What follows belongs to an exercise in optimizing a design on an open flow for small area and a short achievable clock period; a production flow would make more cautious choices. In this exercise RTL edits were held to simulation tests only and were not proved equivalent to the original. No activity file was given, so power comes from the tool's default toggle rates.

==> ember <==
==> flow/design.v <==
module l1_ld_responder #(
  parameter int unsigned DEPTH    = 64,
  parameter int unsigned LAT      = 2,
  parameter logic [31:0] MISS_PTE = 32'hFFFF_F000
) (
  input  logic                     clk_i,
  input  logic                     resetn_i,
  input  logic [27:0]              l1_va_i,
  input  logic                     l1_va_vld_i,
  input  logic                     l1_cancel_i,
  input  logic                     stall_i,
  output logic [31:0]              l1_pa_o,
  output logic                     l1_vld_o,
  input  logic                     fill_we_i,
  input  logic [$clog2(DEPTH)-1:0] fill_idx_i,
  input  logic [31:0]              fill_data_i,
  input  logic                     inv_all_i,
  output logic [15:0]              cancel_cnt_o,
  output logic [15:0]              miss_cnt_o
);
  localparam int unsigned IW = $clog2(DEPTH);
  localparam int unsigned DW = 32;
  localparam int unsigned CW = 16;
  logic [DW-1:0]    mem_q [DEPTH];
  logic [DEPTH-1:0] ent_vld_q, ent_vld_d;
  logic             pvld_q  [LAT];
  logic             pvld_d  [LAT];
  logic [DW-1:0]    pdata_q [LAT];
  logic [DW-1:0]    pdata_d [LAT];
  logic [CW-1:0]    cancel_cnt_q, cancel_cnt_d;
  logic [CW-1:0]    miss_cnt_q, miss_cnt_d;
  logic [IW-1:0]    rd_idx_c;
  logic             rd_hit_c;
  logic [DW-1:0]    rd_data_c;
  logic             accept_c;
  logic             cancel_c;
  logic             out_kill_c;
  logic             unused_va_c;
  assign rd_idx_c    = l1_va_i[IW+1:2];
  assign unused_va_c = ^{l1_va_i[27:IW+2], l1_va_i[1:0]};
  assign rd_hit_c  = ent_vld_q[rd_idx_c];
  assign rd_data_c = rd_hit_c ? mem_q[rd_idx_c] : MISS_PTE;
  assign accept_c   = l1_va_vld_i & ~stall_i;
  assign cancel_c   = l1_cancel_i & ~stall_i & pvld_q[0];
  assign out_kill_c = (LAT == 1) ? cancel_c : 1'b0;
  assign l1_pa_o      = pdata_q[LAT-1];
  assign l1_vld_o     = pvld_q[LAT-1] & ~out_kill_c;
  assign cancel_cnt_o = cancel_cnt_q;
  assign miss_cnt_o   = miss_cnt_q;
  always_comb begin
    ent_vld_d = ent_vld_q;
    if (inv_all_i) begin
      ent_vld_d = '0;
    end
    if (fill_we_i) begin
      ent_vld_d[fill_idx_i] = 1'b1;
    end
  end
  always_comb begin
    for (int i = 0; i < LAT; i++) begin
      pvld_d[i]  = pvld_q[i];
      pdata_d[i] = pdata_q[i];
    end
    if (!stall_i) begin
      pvld_d[0]  = accept_c;
      pdata_d[0] = rd_data_c;
      for (int i = 1; i < LAT; i++) begin
        pvld_d[i]  = pvld_q[i-1] & ~(cancel_c & (i == 1));
        pdata_d[i] = pdata_q[i-1];
      end
    end
  end
  always_comb begin
    cancel_cnt_d = cancel_cnt_q;
    miss_cnt_d   = miss_cnt_q;
    if (cancel_c && (cancel_cnt_q != '1)) begin
      cancel_cnt_d = cancel_cnt_q + CW'(1);
    end
    if (accept_c && !rd_hit_c && (miss_cnt_q != '1)) begin
      miss_cnt_d = miss_cnt_q + CW'(1);
    end
  end
  always_ff @(posedge clk_i) begin
    if (fill_we_i) begin
      mem_q[fill_idx_i] <= fill_data_i;
    end
  end
  always_ff @(posedge clk_i or negedge resetn_i) begin
    if (!resetn_i) begin
      ent_vld_q    <= '0;
      cancel_cnt_q <= '0;
      miss_cnt_q   <= '0;
      for (int i = 0; i < LAT; i++) begin
        pvld_q[i]  <= 1'b0;
        pdata_q[i] <= '0;
      end
    end else begin
      ent_vld_q    <= ent_vld_d;
      cancel_cnt_q <= cancel_cnt_d;
      miss_cnt_q   <= miss_cnt_d;
      for (int i = 0; i < LAT; i++) begin
        pvld_q[i]  <= pvld_d[i];
        pdata_q[i] <= pdata_d[i];
      end
    end
  end
endmodule
==> flow/run.sh <==
#!/bin/bash
# synth_recipe.tcl (not shown) runs the flow's synth.tcl, then flattens the netlist and writes it again
# the make line also repeats each setting of config.mk as NAME=value (left out here)
make -C /OpenROAD-flow-scripts/flow DESIGN_CONFIG=/design/flow/config.mk WORK_HOME=/design/flow/orfs CLKGATE_MAP_FILE= SYNTH_SCRIPT=/design/flow/synth_recipe.tcl finish
==> flow/config.mk <==
export PLATFORM = sky130hd
export DESIGN_NAME = l1_ld_responder
export DESIGN_NICKNAME = l1_ld_responder
export VERILOG_FILES = /design/flow/design.v
export SDC_FILE = /design/flow/constraint.sdc
export NUM_CORES = 4
export LEC_CHECK = 0
export CAP_MARGIN = 20
export CORE_MARGIN = 2
export CORE_UTILIZATION = 40
export SLEW_MARGIN = 20
==> flow/constraint.sdc <==
create_clock -name core_clock -period 4.0 [get_ports {clk_i}]
set_input_delay 0.8000 -clock core_clock [delete_from_list [all_inputs] [get_ports {clk_i}]]
set_output_delay 0.8000 -clock core_clock [all_outputs]
set_load 0.01 [all_outputs]
==> fjord (differences from ember) <==
==> flow/design.v (replaced) <==
module l1_ld_responder #(
  parameter int unsigned DEPTH    = 64,
  parameter int unsigned LAT      = 2,
  parameter logic [31:0] MISS_PTE = 32'hFFFF_F000
) (
  input  logic                     clk_i,
  input  logic                     resetn_i,
  input  logic [27:0]              l1_va_i,
  input  logic                     l1_va_vld_i,
  input  logic                     l1_cancel_i,
  input  logic                     stall_i,
  output logic [31:0]              l1_pa_o,
  output logic                     l1_vld_o,
  input  logic                     fill_we_i,
  input  logic [$clog2(DEPTH)-1:0] fill_idx_i,
  input  logic [31:0]              fill_data_i,
  input  logic                     inv_all_i,
  output logic [15:0]              cancel_cnt_o,
  output logic [15:0]              miss_cnt_o
);
  localparam int unsigned IW = $clog2(DEPTH);
  localparam int unsigned DW = 32;
  localparam int unsigned CW = 16;
  logic [DW-1:0]    mem_q [DEPTH];    
  logic [DEPTH-1:0] ent_vld_q;
  logic             vld1_q, vld2_q;
  logic             hit1_q;
  logic [DW-1:0]    data1_q, data2_q;
  logic [CW-1:0]    cancel_cnt_q;
  logic [CW-1:0]    miss_cnt_q;
  logic [IW-1:0]    rd_idx_c;
  logic [DEPTH-1:0] rd_sel_c;     
  logic [DEPTH-1:0] wr_sel_c;     
  logic [DW-1:0]    rd_data_c;
  logic             rd_hit_c;
  logic             cancel_c;
  logic             miss_c;
  assign rd_idx_c = l1_va_i[IW+1:2];
  always_comb begin
    for (int i = 0; i < DEPTH; i++) begin
      rd_sel_c[i] = (rd_idx_c == IW'(i)) & ~stall_i;
      wr_sel_c[i] = (fill_idx_i == IW'(i)) & fill_we_i;
    end
  end
  always_comb begin
    rd_data_c = stall_i ? data1_q : '0;
    rd_hit_c  = stall_i & hit1_q;
    for (int i = 0; i < DEPTH; i++) begin
      rd_data_c = rd_data_c | ({DW{rd_sel_c[i]}} & mem_q[i]);
      rd_hit_c  = rd_hit_c | (rd_sel_c[i] & ent_vld_q[i]);
    end
  end
  assign miss_c   = l1_va_vld_i & ~stall_i & ~rd_hit_c;
  assign cancel_c = l1_cancel_i & ~stall_i & vld1_q;
  assign l1_pa_o      = data2_q;
  assign l1_vld_o     = vld2_q;
  assign cancel_cnt_o = cancel_cnt_q;
  assign miss_cnt_o   = miss_cnt_q;
  for (genvar i = 0; i < DEPTH; i++) begin : g_row
    logic [DW-1:0] row_q;
    always_ff @(posedge clk_i) begin
      row_q <= (row_q & {DW{~wr_sel_c[i]}}) | (fill_data_i & {DW{wr_sel_c[i]}});
    end
    assign mem_q[i] = row_q;
  end
  always_ff @(posedge clk_i) begin
    data1_q <= rd_data_c;
    hit1_q  <= rd_hit_c;
    if (!stall_i) begin
      data2_q <= hit1_q ? data1_q : MISS_PTE;
    end
  end
  always_ff @(posedge clk_i or negedge resetn_i) begin
    if (!resetn_i) begin
      ent_vld_q    <= '0;
      cancel_cnt_q <= '0;
      miss_cnt_q   <= '0;
      vld1_q       <= 1'b0;
      vld2_q       <= 1'b0;
    end else begin
      ent_vld_q <= (ent_vld_q & {DEPTH{~inv_all_i}}) | wr_sel_c;
      if (!stall_i) begin
        vld1_q <= l1_va_vld_i;
        vld2_q <= vld1_q & ~l1_cancel_i;
      end
      if (cancel_c && (cancel_cnt_q != '1)) begin
        cancel_cnt_q <= cancel_cnt_q + CW'(1);
      end
      if (miss_c && (miss_cnt_q != '1)) begin
        miss_cnt_q <= miss_cnt_q + CW'(1);
      end
    end
  end
endmodule
==> flow/flow/run.sh (new file) <==
#!/bin/bash
# Standard ORFS layout, except that the port buffers that placement inserts are
# plain buf cells (resizable by timing repair) instead of delay-buffer cells.
set -euo pipefail
# standard synthesis, unchanged
bash standard.sh synth > synth.log 2>&1
# rest of the standard flow, with the port buffer cell chosen
bash standard.sh finish "BUFFER_PORTS_ARGS=-buffer_cell sky130_fd_sc_hd__buf_4" > layout.log 2>&1
==> flow/standard.sh (new file) <==
#!/bin/bash
# synth_recipe.tcl (not shown) runs the flow's synth.tcl, then flattens the netlist and writes it again
# the make line also repeats each setting of config.mk as NAME=value (left out here)
make -C /OpenROAD-flow-scripts/flow DESIGN_CONFIG=/design/flow/config.mk WORK_HOME=/design/flow/orfs CLKGATE_MAP_FILE= SYNTH_SCRIPT=/design/flow/synth_recipe.tcl "${@:-finish}"
Settings changed: CTS_BUF_LIST set to sky130_fd_sc_hd__clkbuf_8, SETUP_SLACK_MARGIN set to 1.2.
removed: flow/run.sh
==> onyx (differences from ember) <==
==> flow/design.v (replaced) <==
module l1_ld_responder #(
  parameter int unsigned DEPTH    = 64,
  parameter int unsigned LAT      = 2,
  parameter logic [31:0] MISS_PTE = 32'hFFFF_F000
) (
  input  logic                     clk_i,
  input  logic                     resetn_i,
  input  logic [27:0]              l1_va_i,
  input  logic                     l1_va_vld_i,
  input  logic                     l1_cancel_i,
  input  logic                     stall_i,
  output logic [31:0]              l1_pa_o,
  output logic                     l1_vld_o,
  input  logic                     fill_we_i,
  input  logic [$clog2(DEPTH)-1:0] fill_idx_i,
  input  logic [31:0]              fill_data_i,
  input  logic                     inv_all_i,
  output logic [15:0]              cancel_cnt_o,
  output logic [15:0]              miss_cnt_o
);
  localparam int unsigned IW = $clog2(DEPTH);
  localparam int unsigned DW = 32;
  localparam int unsigned CW = 16;
  logic [DW-1:0]    mem_q [DEPTH];    
  logic [DEPTH-1:0] ent_vld_q;
  logic             vld1_q, vld2_q;
  logic             hit1_q;
  logic [DW-1:0]    data1_q, data2_q;
  logic [CW-1:0]    cancel_cnt_q;
  logic [CW-1:0]    miss_cnt_q;
  logic [IW-1:0]    rd_idx_c;
  logic [DEPTH-1:0] rd_sel_c;     
  logic [DEPTH-1:0] wr_sel_c;     
  logic [DW-1:0]    rd_data_c;
  logic             rd_hit_c;
  logic             cancel_c;
  logic             miss_c;
  assign rd_idx_c = l1_va_i[IW+1:2];
  always_comb begin
    for (int i = 0; i < DEPTH; i++) begin
      rd_sel_c[i] = (rd_idx_c == IW'(i)) & ~stall_i;
      wr_sel_c[i] = (fill_idx_i == IW'(i)) & fill_we_i;
    end
  end
  always_comb begin
    rd_data_c = stall_i ? data1_q : '0;
    rd_hit_c  = stall_i & hit1_q;
    for (int i = 0; i < DEPTH; i++) begin
      rd_data_c = rd_data_c | ({DW{rd_sel_c[i]}} & mem_q[i]);
      rd_hit_c  = rd_hit_c | (rd_sel_c[i] & ent_vld_q[i]);
    end
  end
  assign miss_c   = l1_va_vld_i & ~stall_i & ~rd_hit_c;
  assign cancel_c = l1_cancel_i & ~stall_i & vld1_q;
  assign l1_pa_o      = data2_q;
  assign l1_vld_o     = vld2_q;
  assign cancel_cnt_o = cancel_cnt_q;
  assign miss_cnt_o   = miss_cnt_q;
  for (genvar i = 0; i < DEPTH; i++) begin : g_row
    logic [DW-1:0] row_q;
    always_ff @(posedge clk_i) begin
      row_q <= (row_q & {DW{~wr_sel_c[i]}}) | (fill_data_i & {DW{wr_sel_c[i]}});
    end
    assign mem_q[i] = row_q;
  end
  always_ff @(posedge clk_i) begin
    data1_q <= rd_data_c;
    hit1_q  <= rd_hit_c;
    if (!stall_i) begin
      data2_q <= hit1_q ? data1_q : MISS_PTE;
    end
  end
  always_ff @(posedge clk_i or negedge resetn_i) begin
    if (!resetn_i) begin
      ent_vld_q    <= '0;
      cancel_cnt_q <= '0;
      miss_cnt_q   <= '0;
      vld1_q       <= 1'b0;
      vld2_q       <= 1'b0;
    end else begin
      ent_vld_q <= (ent_vld_q & {DEPTH{~inv_all_i}}) | wr_sel_c;
      if (!stall_i) begin
        vld1_q <= l1_va_vld_i;
        vld2_q <= vld1_q & ~l1_cancel_i;
      end
      if (cancel_c && (cancel_cnt_q != '1)) begin
        cancel_cnt_q <= cancel_cnt_q + CW'(1);
      end
      if (miss_c && (miss_cnt_q != '1)) begin
        miss_cnt_q <= miss_cnt_q + CW'(1);
      end
    end
  end
endmodule
Settings changed: CORE_UTILIZATION 40 to 55, CTS_CLUSTER_DIAMETER set to 50, CTS_CLUSTER_SIZE set to 24, SETUP_SLACK_MARGIN set to 1.5.
==> flow_metrics.py <==
metrics = {
    "timing": {
        "setup_ws_ns": 0.732,
    },
    "floorplan": {
        "die-width_um": 465,
    },
    "layout": {
        "stdcell_count": 7168,
        "final_cell_mix": "2048 x edfxtp_1, 575 x mux4_2, 218 x clkbuf_16, 162 x dfrtp_1, 146 x buf_4",
    },
    "detailed_routing": {
        "via_count": 41433,
    },
    "cts": {
        "cts_root_buffer": "clkbuf_16",
    },
    "outcome": {
        "status": "timing/DRC/antenna clean",
    },
}
# the run above: ember

==> flow_metrics.py <==
metrics = {
    "floorplan": {
        "die-width_um": 454,
        "num_io_pins": 138,
    },
    "power": {
        "p_leak_nw": 31.4,
        "comb_power_mw": 1.89,
    },
    "cts": {
        "cts_root_buffer": "clkbuf_8",
        "clk_latency_ns": 1.13,
    },
    "timing": {
        "setup_ws_ns": 1.09,
        "rsz0062_at_grt": "no",
    },
    "outcome": {
        "status": "timing/DRC/antenna clean",
    },
    "layout": {
        "final_cell_mix": "2080 x edfxtp_1, 844 x a22oi_1, 458 x buf_4, 384 x clkbuf_8, 215 x nand2_1",
        "stdcell_count": 8225,
    },
    "setup_path": {
        "cpMostUsedCell": "buf_4",
    },
    "detailed_routing": {
        "via_count": 55258,
    },
}
# the run above: fjord

==> flow_metrics.py <==
metrics = {
    "layout": {
        "final_cell_mix": "2080 x edfxtp_1, 817 x a22oi_1, 500 x buf_4, 210 x nand2_1, 209 x buf_12",
    },
    "timing": {
        "setup_ws_ns": 1.30,
    },
    "cts": {
        "cts_root_buffer": "clkbuf_16",
    },
    "outcome": {
        "status": "timing/DRC/antenna clean",
    },
    "floorplan": {
        "coreArea_sq_um": 146000,
        "die-width_um": 387,
    },
}
# the run above: onyx

## port drivers added, routing unchanged
Ports are ideal in the flow. The routed layouts listed here were re-timed in OpenROAD. Step 1: set_driving_cell puts a clkbuf_16 on clk_i and a buf_2 on each other input, an assumption about the parent block. Step 2 also shifts input and output timing later by t, the mid clock arrival at the registers, as if the neighbouring blocks saw the same clock. a / b / c = no drivers / after step 1 / after step 2; a / b = the first two.
run | t (ns) | slack for setup (ns) | hold WS [ns] | latest minus earliest clock arrival (ns) | slew at the worst register clock pin (ns) | pins driven straight from the clock port
ember | 0.899 | 0.732 / 0.758 / -0.141 | 0.355 / 0.317 / 0.489 | 0.073 / 0.072 | 0.07 / 0.07 | 1
fjord | 1.175 | 1.085 / 1.059 / -0.115 | 0.071 / 0.021 / 0.497 | 0.093 / 0.093 | 0.07 / 0.07 | 1
onyx | 0.924 | 1.303 / 1.360 / 0.436 | 0.011 / -0.031 / 0.488 | 0.052 / 0.052 | 0.09 / 0.09 | 1
With both steps, setup timing fails in ember and fjord, where it was met with ideal ports. For fjord, which loses most, drivers alone change the setup slack by -0.026 ns; drivers and shift together by -1.200 ns.
